This is an optimization exercise on Yosys and OpenROAD, whose aim is small area and a short achievable clock period, not a production implementation. Function was not checked in any run shown here: the RTL went through the layout flow alone. Power and IR drop assume default switching activity.

==> flow/design.v, too long to show whole: its modules and the start of the top module <==
// module state_capture: 92 lines
// module q_sel_gen: 20 lines
// module q_sel_bit: 15 lines
// module q_gt: 38 lines
// module gt_bit: 9 lines
// module gt_inv: 6 lines
// module q_inv: 6 lines
// module gt_node_p: 11 lines
// module gt_node_n: 11 lines
// module q_update: 797 lines
// module csa_fa: 10 lines
// module carry16: 21 lines
// module q_sum_add: 22 lines
// module action_select: 51 lines
// module episode_control: 39 lines
// module dynaq_datapath: 92 lines
// module prefix_add: 26 lines
module dynaq_datapath (
  input  logic                          clk,
  input  logic                          reset,
  input  logic                          qvalue_en,
  input  logic                          reward_en,
  input  logic                          current_location_en,
  input  logic                          next_location_en,
  input  logic                          location_select,
  input  logic                          max_en,
  input  logic                          g_en,
  input  logic                          g_select,
  input  logic                          rng_en,
  input  logic                          action_en,
  input  logic                          step_en,
  input  logic                          step_select,
  input  logic                          epsilon_decay_en,
  input  logic                          episode_end,
  input  dynaq_data_pkg::location_t     start_location,
  input  dynaq_data_pkg::location_t     env_next_location,
  input  dynaq_data_pkg::qvalue_t       qvalue_0,
  input  dynaq_data_pkg::qvalue_t       qvalue_1,
  input  dynaq_data_pkg::qvalue_t       qvalue_2,
  input  dynaq_data_pkg::qvalue_t       qvalue_3,
  input  dynaq_data_pkg::reward_t       reward,
  output dynaq_data_pkg::location_t     current_location,
  output dynaq_data_pkg::location_t     next_location,
  output dynaq_policy_pkg::step_t       step_count,
  output dynaq_data_pkg::qvalue_t       qtable_data,
  output dynaq_policy_pkg::action_t     action,
  output logic                          done,
  output logic                          completed
);
  // ...
==> flow/flow/run.sh <==
#!/bin/bash
# Standard layout, with the port buffers taken from a plain buffer cell
# instead of the default pick.
export BUFFER_PORTS_ARGS="-buffer_cell sky130_fd_sc_hd__buf_2"
bash standard.sh > standard_run.log 2>&1
==> flow/standard.sh <==
#!/bin/bash
# synth_recipe.tcl (not shown) runs the flow's synth.tcl, then flattens the netlist and writes it again
# the make line also repeats each setting of config.mk as NAME=value (left out here)
make -C /OpenROAD-flow-scripts/flow DESIGN_CONFIG=/design/flow/config.mk WORK_HOME=/design/flow/orfs CLKGATE_MAP_FILE= SYNTH_SCRIPT=/design/flow/synth_recipe.tcl "${@:-finish}"
==> flow/config.mk <==
export PLATFORM = sky130hd
export DESIGN_NAME = dynaq_datapath
export DESIGN_NICKNAME = dynaq_datapath
export VERILOG_FILES = /design/flow/design.v
export SDC_FILE = /design/flow/constraint.sdc
export NUM_CORES = 4
export LEC_CHECK = 0
export CAP_MARGIN = 20
export CORE_MARGIN = 2
export CORE_UTILIZATION = 40
export PLACE_DENSITY = 0.6
export SETUP_SLACK_MARGIN = 4
export SLEW_MARGIN = 20
export SYNTH_HIERARCHICAL = 1
==> flow/constraint.sdc <==
create_clock -name core_clock -period 7.5 [get_ports {clk}]
set_input_delay 1.5000 -clock core_clock [delete_from_list [all_inputs] [get_ports {clk}]]
set_output_delay 1.5000 -clock core_clock [all_outputs]
set_load 0.01 [all_outputs]
==> reports/results.tsv, run 1 <==
stage	metric	value	unit
placed_design	dp_cells	5454	
routing	ant_nets	0	
min_path	whs_path_depth	1	
power	p_seq	3.62	mW
status	status	finished clean	
floorplanning	coreArea	86900	um2
grt	grt_util_met1	0.321	
layout	multi_input_area	26500	um2
layout	fin_nets	5199	
cts	root_buffer	clkbuf_16	
layout	finish.instance_area	41800	um2
grt	grt_max_degree	147	
sta	finalCriticalPeriod	3710	ps
grt	grt_pass1_vias	28300	
layout	final_cell_mix	nor2_1 (675), nand2_1 (614), inv_1 (390)	
critical_path	cp.required	7930	ps
critical_path	crit_end	u_q_update.qtable_data[46]	
power	p_per_area	469	nW/um2
sta	period_share	0.494	
layout	final_core_util	0.481	
layout	sh_seq_area	0.191	
yosys	ys_warn_count	12	
yosys	postSynthCellCount	3958	
cts	postCtsSetupRepairBufs	47	
critical_path	slowest_stage	or4_4	
power	power-top-group	combinational logic	
critical_path	worstReg2RegEnd	u_q_update.qtable_data[46]	
cts	numCtsBuffers	43	
cts	cts_resized	68	
floorplanning	taps	1155	
routing	drcViolationCount	0	
==> module q_update, before the edit <==
module q_update (
  input  logic                          clk,
  input  logic                          reset,
  input  logic                          max_en,
  input  logic                          g_en,
  input  logic                          g_select,
  input  dynaq_data_pkg::qvalue_t       q_max,
  input  dynaq_data_pkg::reward_t       reward_q,
  output dynaq_data_pkg::qvalue_t       qtable_data
);
  dynaq_data_pkg::qvalue_t x;
  logic [79:0] row_a, row_b;
  dynaq_data_pkg::qvalue_t product;
  logic                    low_carry;
  dynaq_data_pkg::qvalue_t max_row_a;
  dynaq_data_pkg::qvalue_t max_row_b;
  logic                    max_carry;
  dynaq_data_pkg::qvalue_t sum;
  assign x = q_max;
  wire s1 = x[12] ^ ~x[9];
  wire c2 = x[12] & ~x[9];
  wire s3, c4;
  csa_fa u_s3 (.a(x[10]), .b(x[6]), .c(x[2]), .s(s3), .co(c4));
  wire s5, c6;
  csa_fa u_s5 (.a(x[14]), .b(x[9]), .c(x[5]), .s(s5), .co(c6));
  wire s7 = ~x[11] ^ ~x[7];
  wire c8 = ~x[11] & ~x[7];
  wire s9, c10;
  csa_fa u_s9 (.a(x[15]), .b(x[10]), .c(x[6]), .s(s9), .co(c10));
  wire s11 = ~x[12] ^ ~x[8];
  wire c12 = ~x[12] & ~x[8];
  wire s13, c14;
  csa_fa u_s13 (.a(x[16]), .b(x[11]), .c(x[7]), .s(s13), .co(c14));
  wire s15, c16;
  csa_fa u_s15 (.a(x[13]), .b(x[9]), .c(x[5]), .s(s15), .co(c16));
  wire s17, c18;
  csa_fa u_s17 (.a(x[17]), .b(x[12]), .c(x[8]), .s(s17), .co(c18));
  wire s19, c20;
  csa_fa u_s19 (.a(x[14]), .b(x[10]), .c(x[6]), .s(s19), .co(c20));
  wire s21, c22;
  csa_fa u_s21 (.a(x[18]), .b(x[13]), .c(x[9]), .s(s21), .co(c22));
  wire s23, c24;
  csa_fa u_s23 (.a(x[15]), .b(x[11]), .c(x[7]), .s(s23), .co(c24));
  wire s25, c26;
  csa_fa u_s25 (.a(x[19]), .b(x[14]), .c(x[10]), .s(s25), .co(c26));
  wire s27, c28;
  csa_fa u_s27 (.a(x[16]), .b(x[12]), .c(x[8]), .s(s27), .co(c28));
  wire s29, c30;
  csa_fa u_s29 (.a(x[20]), .b(x[15]), .c(x[11]), .s(s29), .co(c30));
  wire s31, c32;
  csa_fa u_s31 (.a(x[17]), .b(x[13]), .c(x[9]), .s(s31), .co(c32));
  wire s33, c34;
  csa_fa u_s33 (.a(x[21]), .b(x[16]), .c(x[12]), .s(s33), .co(c34));
  wire s35, c36;
  csa_fa u_s35 (.a(x[18]), .b(x[14]), .c(x[10]), .s(s35), .co(c36));
  wire s37, c38;
  csa_fa u_s37 (.a(x[22]), .b(x[17]), .c(x[13]), .s(s37), .co(c38));
  wire s39, c40;
  csa_fa u_s39 (.a(x[19]), .b(x[15]), .c(x[11]), .s(s39), .co(c40));
  wire s41, c42;
  csa_fa u_s41 (.a(x[23]), .b(x[18]), .c(x[14]), .s(s41), .co(c42));
  wire s43, c44;
  csa_fa u_s43 (.a(x[20]), .b(x[16]), .c(x[12]), .s(s43), .co(c44));
  wire s45, c46;
  csa_fa u_s45 (.a(x[24]), .b(x[19]), .c(x[15]), .s(s45), .co(c46));
  wire s47, c48;
  csa_fa u_s47 (.a(x[21]), .b(x[17]), .c(x[13]), .s(s47), .co(c48));
  wire s49, c50;
  csa_fa u_s49 (.a(x[25]), .b(x[20]), .c(x[16]), .s(s49), .co(c50));
  wire s51, c52;
  csa_fa u_s51 (.a(x[22]), .b(x[18]), .c(x[14]), .s(s51), .co(c52));
  wire s53, c54;
  csa_fa u_s53 (.a(x[26]), .b(x[21]), .c(x[17]), .s(s53), .co(c54));
  wire s55, c56;
  csa_fa u_s55 (.a(x[23]), .b(x[19]), .c(x[15]), .s(s55), .co(c56));
  wire s57, c58;
  csa_fa u_s57 (.a(x[27]), .b(x[22]), .c(x[18]), .s(s57), .co(c58));
  wire s59, c60;
  csa_fa u_s59 (.a(x[24]), .b(x[20]), .c(x[16]), .s(s59), .co(c60));
  wire s61, c62;
  csa_fa u_s61 (.a(x[28]), .b(x[23]), .c(x[19]), .s(s61), .co(c62));
  wire s63, c64;
  csa_fa u_s63 (.a(x[25]), .b(x[21]), .c(x[17]), .s(s63), .co(c64));
  wire s65, c66;
  csa_fa u_s65 (.a(x[29]), .b(x[24]), .c(x[20]), .s(s65), .co(c66));
  wire s67, c68;
  csa_fa u_s67 (.a(x[26]), .b(x[22]), .c(x[18]), .s(s67), .co(c68));
  wire s69, c70;
  csa_fa u_s69 (.a(x[30]), .b(x[25]), .c(x[21]), .s(s69), .co(c70));
  wire s71, c72;
  csa_fa u_s71 (.a(x[27]), .b(x[23]), .c(x[19]), .s(s71), .co(c72));
  wire s73, c74;
  csa_fa u_s73 (.a(x[31]), .b(x[26]), .c(x[22]), .s(s73), .co(c74));
  wire s75, c76;
  csa_fa u_s75 (.a(x[28]), .b(x[24]), .c(x[20]), .s(s75), .co(c76));
  wire s77, c78;
  csa_fa u_s77 (.a(x[32]), .b(x[27]), .c(x[23]), .s(s77), .co(c78));
  wire s79, c80;
  csa_fa u_s79 (.a(x[29]), .b(x[25]), .c(x[21]), .s(s79), .co(c80));
  wire s81, c82;
  csa_fa u_s81 (.a(x[33]), .b(x[28]), .c(x[24]), .s(s81), .co(c82));
  wire s83, c84;
  csa_fa u_s83 (.a(x[30]), .b(x[26]), .c(x[22]), .s(s83), .co(c84));
  wire s85, c86;
  csa_fa u_s85 (.a(x[34]), .b(x[29]), .c(x[25]), .s(s85), .co(c86));
  wire s87, c88;
  csa_fa u_s87 (.a(x[31]), .b(x[27]), .c(x[23]), .s(s87), .co(c88));
  wire s89, c90;
  csa_fa u_s89 (.a(x[35]), .b(x[30]), .c(x[26]), .s(s89), .co(c90));
  wire s91, c92;
  csa_fa u_s91 (.a(x[32]), .b(x[28]), .c(x[24]), .s(s91), .co(c92));
  wire s93, c94;
  csa_fa u_s93 (.a(x[36]), .b(x[31]), .c(x[27]), .s(s93), .co(c94));
  wire s95, c96;
  csa_fa u_s95 (.a(x[33]), .b(x[29]), .c(x[25]), .s(s95), .co(c96));
  wire s97, c98;
  csa_fa u_s97 (.a(x[37]), .b(x[32]), .c(x[28]), .s(s97), .co(c98));
  wire s99, c100;
  csa_fa u_s99 (.a(x[34]), .b(x[30]), .c(x[26]), .s(s99), .co(c100));
  wire s101, c102;
  csa_fa u_s101 (.a(x[38]), .b(x[33]), .c(x[29]), .s(s101), .co(c102));
  wire s103, c104;
  csa_fa u_s103 (.a(x[35]), .b(x[31]), .c(x[27]), .s(s103), .co(c104));
  wire s105, c106;
  csa_fa u_s105 (.a(x[39]), .b(x[34]), .c(x[30]), .s(s105), .co(c106));
  wire s107, c108;
  csa_fa u_s107 (.a(x[36]), .b(x[32]), .c(x[28]), .s(s107), .co(c108));
  wire s109, c110;
  csa_fa u_s109 (.a(x[40]), .b(x[35]), .c(x[31]), .s(s109), .co(c110));
  wire s111, c112;
  csa_fa u_s111 (.a(x[37]), .b(x[33]), .c(x[29]), .s(s111), .co(c112));
  wire s113, c114;
  csa_fa u_s113 (.a(x[41]), .b(x[36]), .c(x[32]), .s(s113), .co(c114));
  wire s115, c116;
  csa_fa u_s115 (.a(x[38]), .b(x[34]), .c(x[30]), .s(s115), .co(c116));
  wire s117, c118;
  csa_fa u_s117 (.a(x[42]), .b(x[37]), .c(x[33]), .s(s117), .co(c118));
  wire s119, c120;
  csa_fa u_s119 (.a(x[39]), .b(x[35]), .c(x[31]), .s(s119), .co(c120));
  wire s121, c122;
  csa_fa u_s121 (.a(x[43]), .b(x[38]), .c(x[34]), .s(s121), .co(c122));
  wire s123, c124;
  csa_fa u_s123 (.a(x[40]), .b(x[36]), .c(x[32]), .s(s123), .co(c124));
  wire s125, c126;
  csa_fa u_s125 (.a(x[44]), .b(x[39]), .c(x[35]), .s(s125), .co(c126));
  wire s127, c128;
  csa_fa u_s127 (.a(x[41]), .b(x[37]), .c(x[33]), .s(s127), .co(c128));
  wire s129, c130;
  csa_fa u_s129 (.a(x[45]), .b(x[40]), .c(x[36]), .s(s129), .co(c130));
  wire s131, c132;
  csa_fa u_s131 (.a(x[42]), .b(x[38]), .c(x[34]), .s(s131), .co(c132));
  wire s133, c134;
  csa_fa u_s133 (.a(x[46]), .b(x[41]), .c(x[37]), .s(s133), .co(c134));
  wire s135, c136;
  csa_fa u_s135 (.a(x[43]), .b(x[39]), .c(x[35]), .s(s135), .co(c136));
  wire s137, c138;
  csa_fa u_s137 (.a(x[47]), .b(x[42]), .c(x[38]), .s(s137), .co(c138));
  wire s139, c140;
  csa_fa u_s139 (.a(x[44]), .b(x[40]), .c(x[36]), .s(s139), .co(c140));
  wire s141, c142;
  csa_fa u_s141 (.a(x[48]), .b(x[43]), .c(x[39]), .s(s141), .co(c142));
  wire s143, c144;
  csa_fa u_s143 (.a(x[45]), .b(x[41]), .c(x[37]), .s(s143), .co(c144));
  wire s145, c146;
  csa_fa u_s145 (.a(x[49]), .b(x[44]), .c(x[40]), .s(s145), .co(c146));
  wire s147, c148;
  csa_fa u_s147 (.a(x[46]), .b(x[42]), .c(x[38]), .s(s147), .co(c148));
  wire s149, c150;
  csa_fa u_s149 (.a(x[50]), .b(x[45]), .c(x[41]), .s(s149), .co(c150));
  wire s151, c152;
  csa_fa u_s151 (.a(x[47]), .b(x[43]), .c(x[39]), .s(s151), .co(c152));
  wire s153, c154;
  csa_fa u_s153 (.a(x[51]), .b(x[46]), .c(x[42]), .s(s153), .co(c154));
  wire s155, c156;
  csa_fa u_s155 (.a(x[48]), .b(x[44]), .c(x[40]), .s(s155), .co(c156));
  wire s157, c158;
  csa_fa u_s157 (.a(x[52]), .b(x[47]), .c(x[43]), .s(s157), .co(c158));
  wire s159, c160;
  csa_fa u_s159 (.a(x[49]), .b(x[45]), .c(x[41]), .s(s159), .co(c160));
  wire s161, c162;
  csa_fa u_s161 (.a(x[53]), .b(x[48]), .c(x[44]), .s(s161), .co(c162));
  wire s163, c164;
  csa_fa u_s163 (.a(x[50]), .b(x[46]), .c(x[42]), .s(s163), .co(c164));
  wire s165, c166;
  csa_fa u_s165 (.a(x[54]), .b(x[49]), .c(x[45]), .s(s165), .co(c166));
  wire s167, c168;
  csa_fa u_s167 (.a(x[51]), .b(x[47]), .c(x[43]), .s(s167), .co(c168));
  wire s169, c170;
  csa_fa u_s169 (.a(x[55]), .b(x[50]), .c(x[46]), .s(s169), .co(c170));
  wire s171, c172;
  csa_fa u_s171 (.a(x[52]), .b(x[48]), .c(x[44]), .s(s171), .co(c172));
  wire s173, c174;
  csa_fa u_s173 (.a(x[56]), .b(x[51]), .c(x[47]), .s(s173), .co(c174));
  wire s175, c176;
  csa_fa u_s175 (.a(x[53]), .b(x[49]), .c(x[45]), .s(s175), .co(c176));
  wire s177, c178;
  csa_fa u_s177 (.a(x[57]), .b(x[52]), .c(x[48]), .s(s177), .co(c178));
  wire s179, c180;
  csa_fa u_s179 (.a(x[54]), .b(x[50]), .c(x[46]), .s(s179), .co(c180));
  wire s181, c182;
  csa_fa u_s181 (.a(x[58]), .b(x[53]), .c(x[49]), .s(s181), .co(c182));
  wire s183, c184;
  csa_fa u_s183 (.a(x[55]), .b(x[51]), .c(x[47]), .s(s183), .co(c184));
  wire s185, c186;
  csa_fa u_s185 (.a(x[59]), .b(x[54]), .c(x[50]), .s(s185), .co(c186));
  wire s187, c188;
  csa_fa u_s187 (.a(x[56]), .b(x[52]), .c(x[48]), .s(s187), .co(c188));
  wire s189, c190;
  csa_fa u_s189 (.a(x[60]), .b(x[55]), .c(x[51]), .s(s189), .co(c190));
  wire s191, c192;
  csa_fa u_s191 (.a(x[57]), .b(x[53]), .c(x[49]), .s(s191), .co(c192));
  wire s193, c194;
  csa_fa u_s193 (.a(x[61]), .b(x[56]), .c(x[52]), .s(s193), .co(c194));
  wire s195, c196;
  csa_fa u_s195 (.a(x[58]), .b(x[54]), .c(x[50]), .s(s195), .co(c196));
  wire s197, c198;
  csa_fa u_s197 (.a(x[62]), .b(x[57]), .c(x[53]), .s(s197), .co(c198));
  wire s199, c200;
  csa_fa u_s199 (.a(x[59]), .b(x[55]), .c(x[51]), .s(s199), .co(c200));
  wire s201, c202;
  csa_fa u_s201 (.a(x[58]), .b(x[54]), .c(x[47]), .s(s201), .co(c202));
  wire s203, c204;
  csa_fa u_s203 (.a(x[60]), .b(x[56]), .c(x[52]), .s(s203), .co(c204));
  wire s205, c206;
  csa_fa u_s205 (.a(x[59]), .b(x[55]), .c(x[48]), .s(s205), .co(c206));
  wire s207, c208;
  csa_fa u_s207 (.a(x[57]), .b(x[53]), .c(x[51]), .s(s207), .co(c208));
  wire s209, c210;
  csa_fa u_s209 (.a(x[60]), .b(x[56]), .c(x[49]), .s(s209), .co(c210));
  wire s211, c212;
  csa_fa u_s211 (.a(x[58]), .b(x[54]), .c(x[52]), .s(s211), .co(c212));
  wire s213, c214;
  csa_fa u_s213 (.a(x[63]), .b(x[61]), .c(x[57]), .s(s213), .co(c214));
  wire s215, c216;
  csa_fa u_s215 (.a(x[59]), .b(x[55]), .c(x[53]), .s(s215), .co(c216));
  wire s217, c218;
  csa_fa u_s217 (.a(x[60]), .b(x[56]), .c(x[54]), .s(s217), .co(c218));
  wire s219, c220;
  csa_fa u_s219 (.a(x[59]), .b(x[52]), .c(x[62]), .s(s219), .co(c220));
  wire s221 = x[8] ^ ~x[5];
  wire c222 = x[8] & ~x[5];
  wire s223, c224;
  csa_fa u_s223 (.a(x[9]), .b(x[4]), .c(x[0]), .s(s223), .co(c224));
  wire s225, c226;
  csa_fa u_s225 (.a(x[10]), .b(x[5]), .c(x[1]), .s(s225), .co(c226));
  wire s227, c228;
  csa_fa u_s227 (.a(x[8]), .b(x[4]), .c(x[0]), .s(s227), .co(c228));
  wire s229 = x[6] ^ x[2];
  wire c230 = x[6] & x[2];
  wire s231, c232;
  csa_fa u_s231 (.a(s1), .b(x[7]), .c(x[3]), .s(s231), .co(c232));
  wire s233, c234;
  csa_fa u_s233 (.a(x[5]), .b(x[1]), .c(~x[11]), .s(s233), .co(c234));
  wire s235, c236;
  csa_fa u_s235 (.a(c2), .b(x[8]), .c(x[4]), .s(s235), .co(c236));
  wire s237, c238;
  csa_fa u_s237 (.a(s3), .b(x[0]), .c(x[13]), .s(s237), .co(c238));
  wire s239, c240;
  csa_fa u_s239 (.a(s5), .b(s7), .c(x[13]), .s(s239), .co(c240));
  wire s241, c242;
  csa_fa u_s241 (.a(c4), .b(x[3]), .c(x[1]), .s(s241), .co(c242));
  wire s243, c244;
  csa_fa u_s243 (.a(c6), .b(c8), .c(s9), .s(s243), .co(c244));
  wire s245, c246;
  csa_fa u_s245 (.a(x[4]), .b(x[2]), .c(~s11), .s(s245), .co(c246));
  wire s247, c248;
  csa_fa u_s247 (.a(c10), .b(c12), .c(s13), .s(s247), .co(c248));
  wire s249, c250;
  csa_fa u_s249 (.a(s15), .b(x[3]), .c(~x[0]), .s(s249), .co(c250));
  wire s251, c252;
  csa_fa u_s251 (.a(c14), .b(s17), .c(x[1]), .s(s251), .co(c252));
  wire s253, c254;
  csa_fa u_s253 (.a(c16), .b(s19), .c(x[4]), .s(s253), .co(c254));
  wire s255, c256;
  csa_fa u_s255 (.a(c18), .b(s21), .c(x[2]), .s(s255), .co(c256));
  wire s257, c258;
  csa_fa u_s257 (.a(c20), .b(s23), .c(x[5]), .s(s257), .co(c258));
  wire s259, c260;
  csa_fa u_s259 (.a(c22), .b(s25), .c(x[3]), .s(s259), .co(c260));
  wire s261, c262;
  csa_fa u_s261 (.a(c24), .b(s27), .c(x[6]), .s(s261), .co(c262));
  wire s263, c264;
  csa_fa u_s263 (.a(c26), .b(s29), .c(x[4]), .s(s263), .co(c264));
  wire s265, c266;
  csa_fa u_s265 (.a(c28), .b(s31), .c(x[7]), .s(s265), .co(c266));
  wire s267, c268;
  csa_fa u_s267 (.a(c30), .b(s33), .c(x[5]), .s(s267), .co(c268));
  wire s269, c270;
  csa_fa u_s269 (.a(c32), .b(s35), .c(x[8]), .s(s269), .co(c270));
  wire s271, c272;
  csa_fa u_s271 (.a(c34), .b(s37), .c(x[6]), .s(s271), .co(c272));
  wire s273, c274;
  csa_fa u_s273 (.a(c36), .b(s39), .c(x[9]), .s(s273), .co(c274));
  wire s275, c276;
  csa_fa u_s275 (.a(c38), .b(s41), .c(x[7]), .s(s275), .co(c276));
  wire s277, c278;
  csa_fa u_s277 (.a(c40), .b(s43), .c(x[10]), .s(s277), .co(c278));
  wire s279, c280;
  csa_fa u_s279 (.a(c42), .b(s45), .c(x[8]), .s(s279), .co(c280));
  wire s281, c282;
  csa_fa u_s281 (.a(c44), .b(s47), .c(x[11]), .s(s281), .co(c282));
  wire s283, c284;
  csa_fa u_s283 (.a(c46), .b(s49), .c(x[9]), .s(s283), .co(c284));
  wire s285, c286;
  csa_fa u_s285 (.a(c48), .b(s51), .c(x[12]), .s(s285), .co(c286));
  wire s287, c288;
  csa_fa u_s287 (.a(c50), .b(s53), .c(x[10]), .s(s287), .co(c288));
  wire s289, c290;
  csa_fa u_s289 (.a(c52), .b(s55), .c(x[13]), .s(s289), .co(c290));
  wire s291, c292;
  csa_fa u_s291 (.a(c54), .b(s57), .c(x[11]), .s(s291), .co(c292));
  wire s293, c294;
  csa_fa u_s293 (.a(c56), .b(s59), .c(x[14]), .s(s293), .co(c294));
  wire s295, c296;
  csa_fa u_s295 (.a(c58), .b(s61), .c(x[12]), .s(s295), .co(c296));
  wire s297, c298;
  csa_fa u_s297 (.a(c60), .b(s63), .c(x[15]), .s(s297), .co(c298));
  wire s299, c300;
  csa_fa u_s299 (.a(c62), .b(s65), .c(x[13]), .s(s299), .co(c300));
  wire s301, c302;
  csa_fa u_s301 (.a(c64), .b(s67), .c(x[16]), .s(s301), .co(c302));
  wire s303, c304;
  csa_fa u_s303 (.a(c66), .b(s69), .c(x[14]), .s(s303), .co(c304));
  wire s305, c306;
  csa_fa u_s305 (.a(c68), .b(s71), .c(x[17]), .s(s305), .co(c306));
  wire s307, c308;
  csa_fa u_s307 (.a(c70), .b(s73), .c(x[15]), .s(s307), .co(c308));
  wire s309, c310;
  csa_fa u_s309 (.a(c72), .b(s75), .c(x[18]), .s(s309), .co(c310));
  wire s311, c312;
  csa_fa u_s311 (.a(c74), .b(s77), .c(x[16]), .s(s311), .co(c312));
  wire s313, c314;
  csa_fa u_s313 (.a(c76), .b(s79), .c(x[19]), .s(s313), .co(c314));
  wire s315, c316;
  csa_fa u_s315 (.a(c78), .b(s81), .c(x[17]), .s(s315), .co(c316));
  wire s317, c318;
  csa_fa u_s317 (.a(c80), .b(s83), .c(x[20]), .s(s317), .co(c318));
  wire s319, c320;
  csa_fa u_s319 (.a(c82), .b(s85), .c(x[18]), .s(s319), .co(c320));
  wire s321, c322;
  csa_fa u_s321 (.a(c84), .b(s87), .c(x[21]), .s(s321), .co(c322));
  wire s323, c324;
  csa_fa u_s323 (.a(c86), .b(s89), .c(x[19]), .s(s323), .co(c324));
  wire s325, c326;
  csa_fa u_s325 (.a(c88), .b(s91), .c(x[22]), .s(s325), .co(c326));
  wire s327, c328;
  csa_fa u_s327 (.a(c90), .b(s93), .c(x[20]), .s(s327), .co(c328));
  wire s329, c330;
  csa_fa u_s329 (.a(c92), .b(s95), .c(x[23]), .s(s329), .co(c330));
  wire s331, c332;
  csa_fa u_s331 (.a(c94), .b(s97), .c(x[21]), .s(s331), .co(c332));
  wire s333, c334;
  csa_fa u_s333 (.a(c96), .b(s99), .c(x[24]), .s(s333), .co(c334));
  wire s335, c336;
  csa_fa u_s335 (.a(c98), .b(s101), .c(x[22]), .s(s335), .co(c336));
  wire s337, c338;
  csa_fa u_s337 (.a(c100), .b(s103), .c(x[25]), .s(s337), .co(c338));
  wire s339, c340;
  csa_fa u_s339 (.a(c102), .b(s105), .c(x[23]), .s(s339), .co(c340));
  wire s341, c342;
  csa_fa u_s341 (.a(c104), .b(s107), .c(x[26]), .s(s341), .co(c342));
  wire s343, c344;
  csa_fa u_s343 (.a(c106), .b(s109), .c(x[24]), .s(s343), .co(c344));
  wire s345, c346;
  csa_fa u_s345 (.a(c108), .b(s111), .c(x[27]), .s(s345), .co(c346));
  wire s347, c348;
  csa_fa u_s347 (.a(c110), .b(s113), .c(x[25]), .s(s347), .co(c348));
  wire s349, c350;
  csa_fa u_s349 (.a(c112), .b(s115), .c(x[28]), .s(s349), .co(c350));
  wire s351, c352;
  csa_fa u_s351 (.a(c114), .b(s117), .c(x[26]), .s(s351), .co(c352));
  wire s353, c354;
  csa_fa u_s353 (.a(c116), .b(s119), .c(x[29]), .s(s353), .co(c354));
  wire s355, c356;
  csa_fa u_s355 (.a(c118), .b(s121), .c(x[27]), .s(s355), .co(c356));
  wire s357, c358;
  csa_fa u_s357 (.a(c120), .b(s123), .c(x[30]), .s(s357), .co(c358));
  wire s359, c360;
  csa_fa u_s359 (.a(c122), .b(s125), .c(x[28]), .s(s359), .co(c360));
  wire s361, c362;
  csa_fa u_s361 (.a(c124), .b(s127), .c(x[31]), .s(s361), .co(c362));
  wire s363, c364;
  csa_fa u_s363 (.a(c126), .b(s129), .c(x[29]), .s(s363), .co(c364));
  wire s365, c366;
  csa_fa u_s365 (.a(c128), .b(s131), .c(x[32]), .s(s365), .co(c366));
  wire s367, c368;
  csa_fa u_s367 (.a(c130), .b(s133), .c(x[30]), .s(s367), .co(c368));
  wire s369, c370;
  csa_fa u_s369 (.a(c132), .b(s135), .c(x[33]), .s(s369), .co(c370));
  wire s371, c372;
  csa_fa u_s371 (.a(c134), .b(s137), .c(x[31]), .s(s371), .co(c372));
  wire s373, c374;
  csa_fa u_s373 (.a(c136), .b(s139), .c(x[34]), .s(s373), .co(c374));
  wire s375, c376;
  csa_fa u_s375 (.a(c138), .b(s141), .c(x[32]), .s(s375), .co(c376));
  wire s377, c378;
  csa_fa u_s377 (.a(c140), .b(s143), .c(x[35]), .s(s377), .co(c378));
  wire s379, c380;
  csa_fa u_s379 (.a(c142), .b(s145), .c(x[33]), .s(s379), .co(c380));
  wire s381, c382;
  csa_fa u_s381 (.a(c144), .b(s147), .c(x[36]), .s(s381), .co(c382));
  wire s383, c384;
  csa_fa u_s383 (.a(c146), .b(s149), .c(x[34]), .s(s383), .co(c384));
  wire s385, c386;
  csa_fa u_s385 (.a(c148), .b(s151), .c(x[37]), .s(s385), .co(c386));
  wire s387, c388;
  csa_fa u_s387 (.a(c150), .b(s153), .c(x[35]), .s(s387), .co(c388));
  wire s389, c390;
  csa_fa u_s389 (.a(c152), .b(s155), .c(x[38]), .s(s389), .co(c390));
  wire s391, c392;
  csa_fa u_s391 (.a(c154), .b(s157), .c(x[36]), .s(s391), .co(c392));
  wire s393, c394;
  csa_fa u_s393 (.a(c156), .b(s159), .c(x[39]), .s(s393), .co(c394));
  wire s395, c396;
  csa_fa u_s395 (.a(c158), .b(s161), .c(x[37]), .s(s395), .co(c396));
  wire s397, c398;
  csa_fa u_s397 (.a(c160), .b(s163), .c(x[40]), .s(s397), .co(c398));
  wire s399, c400;
  csa_fa u_s399 (.a(c162), .b(s165), .c(x[38]), .s(s399), .co(c400));
  wire s401, c402;
  csa_fa u_s401 (.a(c164), .b(s167), .c(x[41]), .s(s401), .co(c402));
  wire s403, c404;
  csa_fa u_s403 (.a(c166), .b(s169), .c(x[39]), .s(s403), .co(c404));
  wire s405, c406;
  csa_fa u_s405 (.a(c168), .b(s171), .c(x[42]), .s(s405), .co(c406));
  wire s407, c408;
  csa_fa u_s407 (.a(c170), .b(s173), .c(x[40]), .s(s407), .co(c408));
  wire s409, c410;
  csa_fa u_s409 (.a(c172), .b(s175), .c(x[43]), .s(s409), .co(c410));
  wire s411, c412;
  csa_fa u_s411 (.a(c174), .b(s177), .c(x[41]), .s(s411), .co(c412));
  wire s413, c414;
  csa_fa u_s413 (.a(c176), .b(s179), .c(x[44]), .s(s413), .co(c414));
  wire s415, c416;
  csa_fa u_s415 (.a(c178), .b(s181), .c(x[42]), .s(s415), .co(c416));
  wire s417, c418;
  csa_fa u_s417 (.a(c180), .b(s183), .c(x[45]), .s(s417), .co(c418));
  wire s419, c420;
  csa_fa u_s419 (.a(c182), .b(s185), .c(x[43]), .s(s419), .co(c420));
  wire s421, c422;
  csa_fa u_s421 (.a(c184), .b(s187), .c(x[46]), .s(s421), .co(c422));
  wire s423, c424;
  csa_fa u_s423 (.a(c186), .b(s189), .c(x[44]), .s(s423), .co(c424));
  wire s425, c426;
  csa_fa u_s425 (.a(c188), .b(s191), .c(x[47]), .s(s425), .co(c426));
  wire s427, c428;
  csa_fa u_s427 (.a(c190), .b(s193), .c(x[45]), .s(s427), .co(c428));
  wire s429, c430;
  csa_fa u_s429 (.a(c192), .b(s195), .c(x[48]), .s(s429), .co(c430));
  wire s431, c432;
  csa_fa u_s431 (.a(c194), .b(s197), .c(x[46]), .s(s431), .co(c432));
  wire s433, c434;
  csa_fa u_s433 (.a(c196), .b(s199), .c(x[49]), .s(s433), .co(c434));
  wire s435, c436;
  csa_fa u_s435 (.a(c198), .b(s201), .c(x[63]), .s(s435), .co(c436));
  wire s437, c438;
  csa_fa u_s437 (.a(c200), .b(s203), .c(x[50]), .s(s437), .co(c438));
  wire s439, c440;
  csa_fa u_s439 (.a(c202), .b(s205), .c(x[61]), .s(s439), .co(c440));
  wire s441, c442;
  csa_fa u_s441 (.a(c204), .b(s207), .c(x[63]), .s(s441), .co(c442));
  wire s443, c444;
  csa_fa u_s443 (.a(c206), .b(s209), .c(x[62]), .s(s443), .co(c444));
  wire s445, c446;
  csa_fa u_s445 (.a(c208), .b(s211), .c(x[61]), .s(s445), .co(c446));
  wire s447, c448;
  csa_fa u_s447 (.a(c210), .b(s213), .c(x[50]), .s(s447), .co(c448));
  wire s449, c450;
  csa_fa u_s449 (.a(c212), .b(s215), .c(x[62]), .s(s449), .co(c450));
  wire s451, c452;
  csa_fa u_s451 (.a(c214), .b(x[58]), .c(x[51]), .s(s451), .co(c452));
  wire s453, c454;
  csa_fa u_s453 (.a(c216), .b(s217), .c(x[62]), .s(s453), .co(c454));
  wire s455, c456;
  csa_fa u_s455 (.a(c218), .b(x[63]), .c(x[61]), .s(s455), .co(c456));
  wire s457, c458;
  csa_fa u_s457 (.a(x[57]), .b(x[55]), .c(~s219), .s(s457), .co(c458));
  wire s459, c460;
  csa_fa u_s459 (.a(c220), .b(x[60]), .c(x[53]), .s(s459), .co(c460));
  wire s461, c462;
  csa_fa u_s461 (.a(x[58]), .b(x[56]), .c(~x[62]), .s(s461), .co(c462));
  wire s463, c464;
  csa_fa u_s463 (.a(x[63]), .b(x[61]), .c(x[54]), .s(s463), .co(c464));
  wire s465, c466;
  csa_fa u_s465 (.a(x[59]), .b(x[57]), .c(x[62]), .s(s465), .co(c466));
  wire s467, c468;
  csa_fa u_s467 (.a(x[60]), .b(x[58]), .c(x[62]), .s(s467), .co(c468));
  wire s469, c470;
  csa_fa u_s469 (.a(x[63]), .b(x[61]), .c(x[59]), .s(s469), .co(c470));
  wire s471 = ~x[4] ^ x[2];
  wire c472 = ~x[4] & x[2];
  wire s473, c474;
  csa_fa u_s473 (.a(s221), .b(x[3]), .c(x[7]), .s(s473), .co(c474));
  wire s475, c476;
  csa_fa u_s475 (.a(c222), .b(s223), .c(~x[6]), .s(s475), .co(c476));
  wire s477, c478;
  csa_fa u_s477 (.a(c224), .b(s225), .c(~x[7]), .s(s477), .co(c478));
  wire s479, c480;
  csa_fa u_s479 (.a(c226), .b(s229), .c(~s227), .s(s479), .co(c480));
  wire s481, c482;
  csa_fa u_s481 (.a(c230), .b(s231), .c(~c228), .s(s481), .co(c482));
  wire s483, c484;
  csa_fa u_s483 (.a(c232), .b(s235), .c(~c234), .s(s483), .co(c484));
  wire s485, c486;
  csa_fa u_s485 (.a(c236), .b(s239), .c(~c238), .s(s485), .co(c486));
  wire s487, c488;
  csa_fa u_s487 (.a(c240), .b(s243), .c(~c242), .s(s487), .co(c488));
  wire s489, c490;
  csa_fa u_s489 (.a(c244), .b(s247), .c(~c246), .s(s489), .co(c490));
  wire s491, c492;
  csa_fa u_s491 (.a(c248), .b(s251), .c(~c250), .s(s491), .co(c492));
  wire s493, c494;
  csa_fa u_s493 (.a(c252), .b(s255), .c(~c254), .s(s493), .co(c494));
  wire s495, c496;
  csa_fa u_s495 (.a(c256), .b(s259), .c(~c258), .s(s495), .co(c496));
  wire s497, c498;
  csa_fa u_s497 (.a(c260), .b(s263), .c(~c262), .s(s497), .co(c498));
  wire s499, c500;
  csa_fa u_s499 (.a(c264), .b(s267), .c(~c266), .s(s499), .co(c500));
  wire s501, c502;
  csa_fa u_s501 (.a(c268), .b(s271), .c(~c270), .s(s501), .co(c502));
  wire s503, c504;
  csa_fa u_s503 (.a(c272), .b(s275), .c(~c274), .s(s503), .co(c504));
  wire s505, c506;
  csa_fa u_s505 (.a(c276), .b(s279), .c(~c278), .s(s505), .co(c506));
  wire s507, c508;
  csa_fa u_s507 (.a(c280), .b(s283), .c(~c282), .s(s507), .co(c508));
  wire s509, c510;
  csa_fa u_s509 (.a(c284), .b(s287), .c(~c286), .s(s509), .co(c510));
  wire s511, c512;
  csa_fa u_s511 (.a(c288), .b(s291), .c(~c290), .s(s511), .co(c512));
  wire s513, c514;
  csa_fa u_s513 (.a(c292), .b(s295), .c(~c294), .s(s513), .co(c514));
  wire s515, c516;
  csa_fa u_s515 (.a(c296), .b(s299), .c(~c298), .s(s515), .co(c516));
  wire s517, c518;
  csa_fa u_s517 (.a(c300), .b(s303), .c(~c302), .s(s517), .co(c518));
  wire s519, c520;
  csa_fa u_s519 (.a(c304), .b(s307), .c(~c306), .s(s519), .co(c520));
  wire s521, c522;
  csa_fa u_s521 (.a(c308), .b(s311), .c(~c310), .s(s521), .co(c522));
  wire s523, c524;
  csa_fa u_s523 (.a(c312), .b(s315), .c(~c314), .s(s523), .co(c524));
  wire s525, c526;
  csa_fa u_s525 (.a(c316), .b(s319), .c(~c318), .s(s525), .co(c526));
  wire s527, c528;
  csa_fa u_s527 (.a(c320), .b(s323), .c(~c322), .s(s527), .co(c528));
  wire s529, c530;
  csa_fa u_s529 (.a(c324), .b(s327), .c(~c326), .s(s529), .co(c530));
  wire s531, c532;
  csa_fa u_s531 (.a(c328), .b(s331), .c(~c330), .s(s531), .co(c532));
  wire s533, c534;
  csa_fa u_s533 (.a(c332), .b(s335), .c(~c334), .s(s533), .co(c534));
  wire s535, c536;
  csa_fa u_s535 (.a(c336), .b(s339), .c(~c338), .s(s535), .co(c536));
  wire s537, c538;
  csa_fa u_s537 (.a(c340), .b(s343), .c(~c342), .s(s537), .co(c538));
  wire s539, c540;
  csa_fa u_s539 (.a(c344), .b(s347), .c(~c346), .s(s539), .co(c540));
  wire s541, c542;
  csa_fa u_s541 (.a(c348), .b(s351), .c(~c350), .s(s541), .co(c542));
  wire s543, c544;
  csa_fa u_s543 (.a(c352), .b(s355), .c(~c354), .s(s543), .co(c544));
  wire s545, c546;
  csa_fa u_s545 (.a(c356), .b(s359), .c(~c358), .s(s545), .co(c546));
  wire s547, c548;
  csa_fa u_s547 (.a(c360), .b(s363), .c(~c362), .s(s547), .co(c548));
  wire s549, c550;
  csa_fa u_s549 (.a(c364), .b(s367), .c(~c366), .s(s549), .co(c550));
  wire s551, c552;
  csa_fa u_s551 (.a(c368), .b(s371), .c(~c370), .s(s551), .co(c552));
  wire s553, c554;
  csa_fa u_s553 (.a(c372), .b(s375), .c(~c374), .s(s553), .co(c554));
  wire s555, c556;
  csa_fa u_s555 (.a(c376), .b(s379), .c(~c378), .s(s555), .co(c556));
  wire s557, c558;
  csa_fa u_s557 (.a(c380), .b(s383), .c(~c382), .s(s557), .co(c558));
  wire s559, c560;
  csa_fa u_s559 (.a(c384), .b(s387), .c(~c386), .s(s559), .co(c560));
  wire s561, c562;
  csa_fa u_s561 (.a(c388), .b(s391), .c(~c390), .s(s561), .co(c562));
  wire s563, c564;
  csa_fa u_s563 (.a(c392), .b(s395), .c(~c394), .s(s563), .co(c564));
  wire s565, c566;
  csa_fa u_s565 (.a(c396), .b(s399), .c(~c398), .s(s565), .co(c566));
  wire s567, c568;
  csa_fa u_s567 (.a(c400), .b(s403), .c(~c402), .s(s567), .co(c568));
  wire s569, c570;
  csa_fa u_s569 (.a(c404), .b(s407), .c(~c406), .s(s569), .co(c570));
  wire s571, c572;
  csa_fa u_s571 (.a(c408), .b(s411), .c(~c410), .s(s571), .co(c572));
  wire s573, c574;
  csa_fa u_s573 (.a(c412), .b(s415), .c(~c414), .s(s573), .co(c574));
  wire s575, c576;
  csa_fa u_s575 (.a(c416), .b(s419), .c(~c418), .s(s575), .co(c576));
  wire s577, c578;
  csa_fa u_s577 (.a(c420), .b(s423), .c(~c422), .s(s577), .co(c578));
  wire s579, c580;
  csa_fa u_s579 (.a(c424), .b(s427), .c(~c426), .s(s579), .co(c580));
  wire s581, c582;
  csa_fa u_s581 (.a(c428), .b(s431), .c(~c430), .s(s581), .co(c582));
  wire s583, c584;
  csa_fa u_s583 (.a(c432), .b(s435), .c(~c434), .s(s583), .co(c584));
  wire s585, c586;
  csa_fa u_s585 (.a(c436), .b(s439), .c(~c438), .s(s585), .co(c586));
  wire s587, c588;
  csa_fa u_s587 (.a(c440), .b(s443), .c(~c442), .s(s587), .co(c588));
  wire s589, c590;
  csa_fa u_s589 (.a(c444), .b(s447), .c(~c446), .s(s589), .co(c590));
  wire s591, c592;
  csa_fa u_s591 (.a(c448), .b(s451), .c(~c450), .s(s591), .co(c592));
  wire s593, c594;
  csa_fa u_s593 (.a(c454), .b(s455), .c(s457), .s(s593), .co(c594));
  wire s595, c596;
  csa_fa u_s595 (.a(c456), .b(c458), .c(s461), .s(s595), .co(c596));
  wire s597, c598;
  csa_fa u_s597 (.a(c460), .b(s463), .c(~c462), .s(s597), .co(c598));
  wire s599, c600;
  csa_fa u_s599 (.a(c464), .b(x[55]), .c(~c466), .s(s599), .co(c600));
  wire s601, c602;
  csa_fa u_s601 (.a(x[56]), .b(x[62]), .c(~c468), .s(s601), .co(c602));
  wire s603, c604;
  csa_fa u_s603 (.a(x[57]), .b(x[62]), .c(~c470), .s(s603), .co(c604));
  wire s605, c606;
  csa_fa u_s605 (.a(x[63]), .b(x[58]), .c(~x[61]), .s(s605), .co(c606));
  wire s607 = x[4] ^ ~x[1];
  wire c608 = x[4] & ~x[1];
  wire s609, c610;
  csa_fa u_s609 (.a(x[5]), .b(x[0]), .c(~x[2]), .s(s609), .co(c610));
  wire s611, c612;
  csa_fa u_s611 (.a(x[6]), .b(x[1]), .c(~x[3]), .s(s611), .co(c612));
  wire s613, c614;
  csa_fa u_s613 (.a(x[0]), .b(x[7]), .c(~s471), .s(s613), .co(c614));
  wire s615, c616;
  csa_fa u_s615 (.a(c472), .b(s473), .c(~x[1]), .s(s615), .co(c616));
  wire s617, c618;
  csa_fa u_s617 (.a(c474), .b(s475), .c(~x[2]), .s(s617), .co(c618));
  wire s619, c620;
  csa_fa u_s619 (.a(c476), .b(s477), .c(~x[3]), .s(s619), .co(c620));
  wire s621, c622;
  csa_fa u_s621 (.a(c478), .b(s479), .c(~x[11]), .s(s621), .co(c622));
  wire s623, c624;
  csa_fa u_s623 (.a(c480), .b(s481), .c(~s233), .s(s623), .co(c624));
  wire s625, c626;
  csa_fa u_s625 (.a(c482), .b(s483), .c(~s237), .s(s625), .co(c626));
  wire s627, c628;
  csa_fa u_s627 (.a(c484), .b(s485), .c(~s241), .s(s627), .co(c628));
  wire s629, c630;
  csa_fa u_s629 (.a(c486), .b(s487), .c(~s245), .s(s629), .co(c630));
  wire s631, c632;
  csa_fa u_s631 (.a(c488), .b(s489), .c(~s249), .s(s631), .co(c632));
  wire s633, c634;
  csa_fa u_s633 (.a(c490), .b(s491), .c(~s253), .s(s633), .co(c634));
  wire s635, c636;
  csa_fa u_s635 (.a(c492), .b(s493), .c(~s257), .s(s635), .co(c636));
  wire s637, c638;
  csa_fa u_s637 (.a(c494), .b(s495), .c(~s261), .s(s637), .co(c638));
  wire s639, c640;
  csa_fa u_s639 (.a(c496), .b(s497), .c(~s265), .s(s639), .co(c640));
  wire s641, c642;
  csa_fa u_s641 (.a(c498), .b(s499), .c(~s269), .s(s641), .co(c642));
  wire s643, c644;
  csa_fa u_s643 (.a(c500), .b(s501), .c(~s273), .s(s643), .co(c644));
  wire s645, c646;
  csa_fa u_s645 (.a(c502), .b(s503), .c(~s277), .s(s645), .co(c646));
  wire s647, c648;
  csa_fa u_s647 (.a(c504), .b(s505), .c(~s281), .s(s647), .co(c648));
  wire s649, c650;
  csa_fa u_s649 (.a(c506), .b(s507), .c(~s285), .s(s649), .co(c650));
  wire s651, c652;
  csa_fa u_s651 (.a(c508), .b(s509), .c(~s289), .s(s651), .co(c652));
  wire s653, c654;
  csa_fa u_s653 (.a(c510), .b(s511), .c(~s293), .s(s653), .co(c654));
  wire s655, c656;
  csa_fa u_s655 (.a(c512), .b(s513), .c(~s297), .s(s655), .co(c656));
  wire s657, c658;
  csa_fa u_s657 (.a(c514), .b(s515), .c(~s301), .s(s657), .co(c658));
  wire s659, c660;
  csa_fa u_s659 (.a(c516), .b(s517), .c(~s305), .s(s659), .co(c660));
  wire s661, c662;
  csa_fa u_s661 (.a(c518), .b(s519), .c(~s309), .s(s661), .co(c662));
  wire s663, c664;
  csa_fa u_s663 (.a(c520), .b(s521), .c(~s313), .s(s663), .co(c664));
  wire s665, c666;
  csa_fa u_s665 (.a(c522), .b(s523), .c(~s317), .s(s665), .co(c666));
  wire s667, c668;
  csa_fa u_s667 (.a(c524), .b(s525), .c(~s321), .s(s667), .co(c668));
  wire s669, c670;
  csa_fa u_s669 (.a(c526), .b(s527), .c(~s325), .s(s669), .co(c670));
  wire s671, c672;
  csa_fa u_s671 (.a(c528), .b(s529), .c(~s329), .s(s671), .co(c672));
  wire s673, c674;
  csa_fa u_s673 (.a(c530), .b(s531), .c(~s333), .s(s673), .co(c674));
  wire s675, c676;
  csa_fa u_s675 (.a(c532), .b(s533), .c(~s337), .s(s675), .co(c676));
  wire s677, c678;
  csa_fa u_s677 (.a(c534), .b(s535), .c(~s341), .s(s677), .co(c678));
  wire s679, c680;
  csa_fa u_s679 (.a(c536), .b(s537), .c(~s345), .s(s679), .co(c680));
  wire s681, c682;
  csa_fa u_s681 (.a(c538), .b(s539), .c(~s349), .s(s681), .co(c682));
  wire s683, c684;
  csa_fa u_s683 (.a(c540), .b(s541), .c(~s353), .s(s683), .co(c684));
  wire s685, c686;
  csa_fa u_s685 (.a(c542), .b(s543), .c(~s357), .s(s685), .co(c686));
  wire s687, c688;
  csa_fa u_s687 (.a(c544), .b(s545), .c(~s361), .s(s687), .co(c688));
  wire s689, c690;
  csa_fa u_s689 (.a(c546), .b(s547), .c(~s365), .s(s689), .co(c690));
  wire s691, c692;
  csa_fa u_s691 (.a(c548), .b(s549), .c(~s369), .s(s691), .co(c692));
  wire s693, c694;
  csa_fa u_s693 (.a(c550), .b(s551), .c(~s373), .s(s693), .co(c694));
  wire s695, c696;
  csa_fa u_s695 (.a(c552), .b(s553), .c(~s377), .s(s695), .co(c696));
  wire s697, c698;
  csa_fa u_s697 (.a(c554), .b(s555), .c(~s381), .s(s697), .co(c698));
  wire s699, c700;
  csa_fa u_s699 (.a(c556), .b(s557), .c(~s385), .s(s699), .co(c700));
  wire s701, c702;
  csa_fa u_s701 (.a(c558), .b(s559), .c(~s389), .s(s701), .co(c702));
  wire s703, c704;
  csa_fa u_s703 (.a(c560), .b(s561), .c(~s393), .s(s703), .co(c704));
  wire s705, c706;
  csa_fa u_s705 (.a(c562), .b(s563), .c(~s397), .s(s705), .co(c706));
  wire s707, c708;
  csa_fa u_s707 (.a(c564), .b(s565), .c(~s401), .s(s707), .co(c708));
  wire s709, c710;
  csa_fa u_s709 (.a(c566), .b(s567), .c(~s405), .s(s709), .co(c710));
  wire s711, c712;
  csa_fa u_s711 (.a(c568), .b(s569), .c(~s409), .s(s711), .co(c712));
  wire s713, c714;
  csa_fa u_s713 (.a(c570), .b(s571), .c(~s413), .s(s713), .co(c714));
  wire s715, c716;
  csa_fa u_s715 (.a(c572), .b(s573), .c(~s417), .s(s715), .co(c716));
  wire s717, c718;
  csa_fa u_s717 (.a(c574), .b(s575), .c(~s421), .s(s717), .co(c718));
  wire s719, c720;
  csa_fa u_s719 (.a(c576), .b(s577), .c(~s425), .s(s719), .co(c720));
  wire s721, c722;
  csa_fa u_s721 (.a(c578), .b(s579), .c(~s429), .s(s721), .co(c722));
  wire s723, c724;
  csa_fa u_s723 (.a(c580), .b(s581), .c(~s433), .s(s723), .co(c724));
  wire s725, c726;
  csa_fa u_s725 (.a(c582), .b(s583), .c(~s437), .s(s725), .co(c726));
  wire s727, c728;
  csa_fa u_s727 (.a(c584), .b(s585), .c(~s441), .s(s727), .co(c728));
  wire s729, c730;
  csa_fa u_s729 (.a(c586), .b(s587), .c(~s445), .s(s729), .co(c730));
  wire s731, c732;
  csa_fa u_s731 (.a(c588), .b(s589), .c(~s449), .s(s731), .co(c732));
  wire s733, c734;
  csa_fa u_s733 (.a(c590), .b(s591), .c(~s453), .s(s733), .co(c734));
  wire s735, c736;
  csa_fa u_s735 (.a(c592), .b(c452), .c(~s593), .s(s735), .co(c736));
  wire s737, c738;
  csa_fa u_s737 (.a(c594), .b(s595), .c(~s459), .s(s737), .co(c738));
  wire s739, c740;
  csa_fa u_s739 (.a(c596), .b(s465), .c(~s597), .s(s739), .co(c740));
  wire s741, c742;
  csa_fa u_s741 (.a(c598), .b(s599), .c(~s467), .s(s741), .co(c742));
  wire s743, c744;
  csa_fa u_s743 (.a(c600), .b(s601), .c(~s469), .s(s743), .co(c744));
  wire s745, c746;
  csa_fa u_s745 (.a(c602), .b(s603), .c(~x[60]), .s(s745), .co(c746));
  wire s747, c748;
  csa_fa u_s747 (.a(c604), .b(s605), .c(~x[62]), .s(s747), .co(c748));
  wire s749, c750;
  csa_fa u_s749 (.a(c606), .b(x[59]), .c(x[62]), .s(s749), .co(c750));
  wire s751, c752;
  csa_fa u_s751 (.a(x[63]), .b(x[60]), .c(~x[62]), .s(s751), .co(c752));
  assign row_a = {~x[63], x[61], c752, c750, c748, c746, c744, c742, ~c740, ~c738, c736, c734, c732, c730, c728, c726, c724, c722, c720, c718, c716, c714, c712, c710, c708, c706, c704, c702, c700, c698, c696, c694, c692, c690, c688, c686, c684, c682, c680, c678, c676, c674, c672, c670, c668, c666, c664, c662, c660, c658, c656, c654, c652, c650, c648, c646, c644, c642, c640, c638, c636, c634, c632, c630, c628, c626, c624, c622, c620, c618, c616, ~c614, c612, c610, c608, s607, ~x[0], x[2], x[1], x[0]};
  assign row_b = {x[62], ~x[62], ~x[61], s751, s749, s747, s745, s743, s741, ~s739, ~s737, s735, s733, s731, s729, s727, s725, s723, s721, s719, s717, s715, s713, s711, s709, s707, s705, s703, s701, s699, s697, s695, s693, s691, s689, s687, s685, s683, s681, s679, s677, s675, s673, s671, s669, s667, s665, s663, s661, s659, s657, s655, s653, s651, s649, s647, s645, s643, s641, s639, s637, s635, s633, s631, s629, s627, s625, s623, s621, s619, s617, s615, ~s613, s611, s609, x[3], ~x[3], 1'b0, 1'b0, 1'b0};
  carry16 u_low_carry (.a(row_a[15:0]), .b(row_b[15:0]), .c(low_carry));
  prefix_add #(.N(64)) u_prod_add (.a(max_row_a), .b(max_row_b), .cin(max_carry), .s(product));
  logic [47:0] sum_hi;
  q_sum_add u_sum_add (.q(qtable_data[63:16]), .r(reward_q), .s(sum_hi));
  assign sum = {sum_hi, qtable_data[15:0]};
  always_ff @(posedge clk or negedge reset) begin
    if (!reset) begin
      max_row_a <= '0;
      max_row_b <= '0;
      max_carry <= 1'b0;
    end else if (max_en) begin
      max_row_a <= row_a[79:16];
      max_row_b <= row_b[79:16];
      max_carry <= low_carry;
    end
  end
  always_ff @(posedge clk or negedge reset) begin
    if (!reset) begin
      qtable_data <= '0;
    end else if (g_en) begin
      qtable_data <= g_select ? sum : product;
    end
  end
endmodule
==> run 2: changes to the inputs <==
--- a/flow/design.v
+++ b/flow/design.v
@@ -995,7 +995,12 @@
   carry16 u_low_carry (.a(row_a[15:0]), .b(row_b[15:0]), .c(low_carry));
   prefix_add #(.N(64)) u_prod_add (.a(max_row_a), .b(max_row_b), .cin(max_carry), .s(product));
   logic [47:0] sum_hi;
-  q_sum_add u_sum_add (.q(qtable_data[63:16]), .r(reward_q), .s(sum_hi));
+  prefix_add #(.N(48)) u_sum_add (
+    .a   (qtable_data[63:16]),
+    .b   ({{(48-11){reward_q[11-1]}}, reward_q}),
+    .cin (1'b0),
+    .s   (sum_hi)
+  );
   assign sum = {sum_hi, qtable_data[15:0]};
   always_ff @(posedge clk or negedge reset) begin
     if (!reset) begin
@@ -1047,28 +1052,6 @@
   end
   gt_node_n u_l4 (.gh(gn3[1]), .eh(pn3[1]), .gl(gn3[0]), .el(pn3[0]), .g(c), .e(p4));
 endmodule
-module q_sum_add (
-  input  logic [47:0]                   q,
-  input  dynaq_data_pkg::reward_t       r,
-  output logic [47:0]                   s
-);
-  logic [11:0] low;
-  logic        inc, dec;
-  logic [36:0] up, ones, zeros;
-  always_comb begin
-    low   = {1'b0, q[10:0]} + {1'b0, r};
-    inc   = low[11] & ~r[10];
-    dec   = ~low[11] & r[10];
-    up    = q[47:11];
-    ones  = '1;
-    zeros = '1;
-    for (int k = 1; k < 37; k++) begin
-      ones[k]  = ones[k-1] & up[k-1];
-      zeros[k] = zeros[k-1] & ~up[k-1];
-    end
-    s = {up ^ (({37{inc}} & ones) | ({37{dec}} & zeros)), low[10:0]};
-  end
-endmodule
 `timescale 1ns/100ps
 module action_select (
   input  logic                          clk,
==> reports/results.tsv, run 2 <==
stage	metric	value	unit	change
cts	cts_buffer_depth	3		unchanged
critical_path	cp.required	7980	ps	was 7930 ps
cts	numCtsBuffers	42		was 43
cts	cts_tree	yes		unchanged
grt	grt_max_degree	112		was 147
sta	slew_viol_final	0		unchanged
routing	drt-pass1-iter-count	8		was 9
cts	cts.clk_slew.worst_paths	60	ps	about the same
sta	rsz0062_at_grt	yes		unchanged
cts	h-tree-depth	2		unchanged
placed_design	dp_cells	5498		was 5454
floorplanning	coreArea	88200	um2	was 86900 um2
sta	finalCriticalPeriod	3580	ps	was 3710 ps
critical_path	cp_max_fo	3		was 6
critical_path	worstReg2RegStart	u_q_update.max_carry		was u_q_update.qtable_data[23]
routing	vias	29900		was 29500
floorplanning	ios	385		unchanged
critical_path	worstPathArrival	4060	ps	was 4140 ps
power	p_leak	19.4	nW	was 19.0 nW
floorplanning	placementRows	109		was 108
layout	final_cell_mix	nor2_1 (686), nand2_1 (609), inv_1 (396)		was nor2_1 (675), nand2_1 (614), inv_1 (390)
routing	avgViaCountPerCell	5.28		was 5.24
routing	ant_nets	0		unchanged
critical_path	worstRegToRegCells	17		was 16
sta	skew	33.3	ps	was 25.4 ps
sta	period_share	0.478		was 0.494
layout	instances_no_fill	5670		was 5637
status	status	finished clean		unchanged
floorplanning	dieWidth	302	um	was 300 um
sta	worst_hold_slack	465	ps	was 460 ps
routing	wl	107	mm	was 105 mm
critical_path	slowest_delay	480	ps	was 510 ps
min_path	hold_path_end	u_episode_control.completed		unchanged
critical_path	worstReg2RegEnd	u_q_update.qtable_data[46]		unchanged
yosys	ys_warn_count	12		unchanged
placed_design	gp_congestion	0.941		was 0.931
yosys	avgSynthCellArea	8.93	um2	was 8.87 um2
floorplanning	start_util	0.403		was 0.404
placed_design	place_ws	2950	ps	was 3050 ps
critical_path	cp-start-kind	flop		unchanged
critical_path	crit_chain	inv_2 -> fa_2 -> inv_2 -> fa_2 -> a211oi_4 -> o211ai_1 -> nand3b_4 -> a2111oi_4 -> buf_4 -> buf_6 -> nor4_4 -> nor3b_2 -> o21a_1 -> nor2_1 -> xnor2_1 -> mux2i_1 -> a21oi_1		was ha_4 -> a21oi_2 -> nor2b_1 -> or4_1 -> o22a_1 -> inv_1 -> ha_2 -> or4b_4 -> or4_4 -> buf_6 -> buf_8 -> nor2_4 -> a22oi_1 -> xnor2_1 -> mux2i_1 -> a21oi_1
min_path	hp-start	u_episode_control.completed		unchanged
sta	worst_slack	3920	ps	was 3790 ps
yosys	postSynthCellCount	3980		was 3958
cts	root_buffer	clkbuf_16		unchanged
routing	drcViolationCount	0		unchanged
critical_path	worstSetupPathType	reg -> reg		unchanged
routing	drt-initial-drc-count	2144		was 2310
grt	grt_first_pass_wirelength	164	mm	was 161 mm
power	p_per_area	478	nW/um2	was 469 nW/um2
power	vdd_drop_max	0.000264	V	was 0.000294 V
critical_path	slowest_stage	a2111oi_4		was or4_4
grt	antenna_found_initial	15		was 16
floorplanning	die_height	302	um	was 300 um
cts	worst_skew_pair.late_latency	590	ps	about the same
critical_path	critPathBufInv	4		was 3
cts	clock-sinks	318		unchanged
routing	routedWlPerCell	18.9	um	was 18.6 um
cts	cts_hold_buf	0		unchanged
critical_path	cp-end-kind	flop		unchanged
layout	final_common_cell	nor2_1		unchanged
sta	finalSetupTns	0	ps	unchanged
layout	fin_nets	5268		was 5199
critical_path	critPathLaunch	u_q_update.max_carry		was u_q_update.qtable_data[23]
sta	hold_viol	0		unchanged
sta	setup_viol	0		unchanged
sta	tightest_slew	1110	ps	was 957 ps
yosys	synth.cell_area	35600	um2	was 35100 um2
placed_design	port_buffers	384		unchanged
placed_design	place_hpwl	84.1	mm	was 82.2 mm
critical_path	r2r_slack	3920	ps	was 3790 ps
layout	syn_to_final_growth	19.1	%	about the same
grt	grt-ovfl-total	0		unchanged
grt	grt_use_total	0.231		was 0.227
layout	final_core_util	0.480		was 0.481
layout	drive_gt1_frac	0.270		was 0.272
min_path	whs_path_depth	1		unchanged
critical_path	crit_family	compound AO/OA/AOI/OAI gates		was simple AND/OR/NAND/NOR gates
sta	fmax	279	MHz	was 270 MHz
grt	grt_pass1_vias	28800		was 28300
min_path	min_path_type	reg -> reg		unchanged
sta	slew_headroom	0.254		was 0.362
run	maxCapViolations	0		unchanged
floorplanning	die-area	91300	um2	was 90100 um2
-- run 2: changes by cell type in the layout (fill, tap and decap cells not counted), sizes merged, moves of 10 or more --
cell	previous run	this run
ha	93	125
a21o	12	31
nor3	34	24
xnor2	71	53
nor4	11	1
-- run 2: how the worst max path moves through the flow --
stage / end / slack (ps) / cells past startpoint
global route: u_q_update.qtable_data[46] / 3670 / 17
CTS: u_q_update.qtable_data[57] / 3920 / 16
global placement: u_state_capture.q_max[62] / 3000 / 13
finish: u_q_update.qtable_data[46] / 3920 / 17
detailed placement: u_state_capture.q_max[62] / 2950 / 13
floorplan: u_state_capture.q_max[16] / 3990 / 12
-- run 2: metal layers --
layer	GRT usage	up-vias	share of wire	wire [um]
met5	0	-	0.00022	24
met1	0.330	14500	0.45	48200
met2	0.358	918	0.45	48100
met4	0.0778	4	0.034	3650
li1	-	14400	-	-
met3	0.0340	158	0.065	6890
-- run 2: layout make-up --
class                      instances  area [um2]
multi-input combinational       3226       27100
inverter                         400        1500
antenna                            9        22.5
timing repair buffer             477        2890
clock inverter                    18         220
sequential                       318        7980
clock buffer                      57        1190
fill                            8413       45900
tap                             1165        1460
-- run 2: per-stage QoR --
step	instance area, um2	power, mW
final	42400	20.3
after detailed placement	39000	17.4
after global placement	39000	17.0
after global routing	42400	22.5
after floorplan	35800	13.2
after CTS	41000	19.9
-- run 2: power by group --
group / switching (mW) / total (mW) / internal (mW)
clock network: 0.850 / 2.10 / 1.25
registers: 0.961 / 3.52 / 2.56
logic: 7.69 / 14.6 / 6.95
-- run 2: repair_timing --
item | in CTS | in global routing
gates cloned | 0 | 1
endpoints found under the setup margin | 94 | 95
buffers inserted | 39 | 48
pin swaps | 41 | 127
resized for setup | 55 | 177

## re-timing with driven ports
The flow's constraints put no driver on any port. The routed layouts listed below were extracted and timed again, unchanged, in two steps. Step 1 (the two cells are an assumption about what drives the block):
set clk [get_ports {clk}]
set_driving_cell -lib_cell sky130_fd_sc_hd__clkbuf_16 $clk
set_driving_cell -lib_cell sky130_fd_sc_hd__buf_2 [delete_from_list [all_inputs] $clk]
Step 2 times the ports against the registers' clock, not the clock port: input delays grow and output delays shrink by t, the midpoint of the rising clock arrivals with the driver on. Slacks: no drivers / after step 1 / after step 2; pairs: no drivers / after step 1.
run | t (ns) | slack for setup (ns) | latest minus earliest clock arrival (ns) | slew at the worst register clock pin (ns)
run 1 | 0.635 | 3.793 / 3.793 / 3.393 | 0.027 / 0.027 | 0.06 / 0.06
run 2 | 0.633 | 3.919 / 3.919 / 3.416 | 0.034 / 0.034 | 0.06 / 0.06
After both steps every run listed still meets setup and hold. For run 2, which loses most, drivers alone change the setup slack by 0.000 ns; drivers and shift together by -0.503 ns.
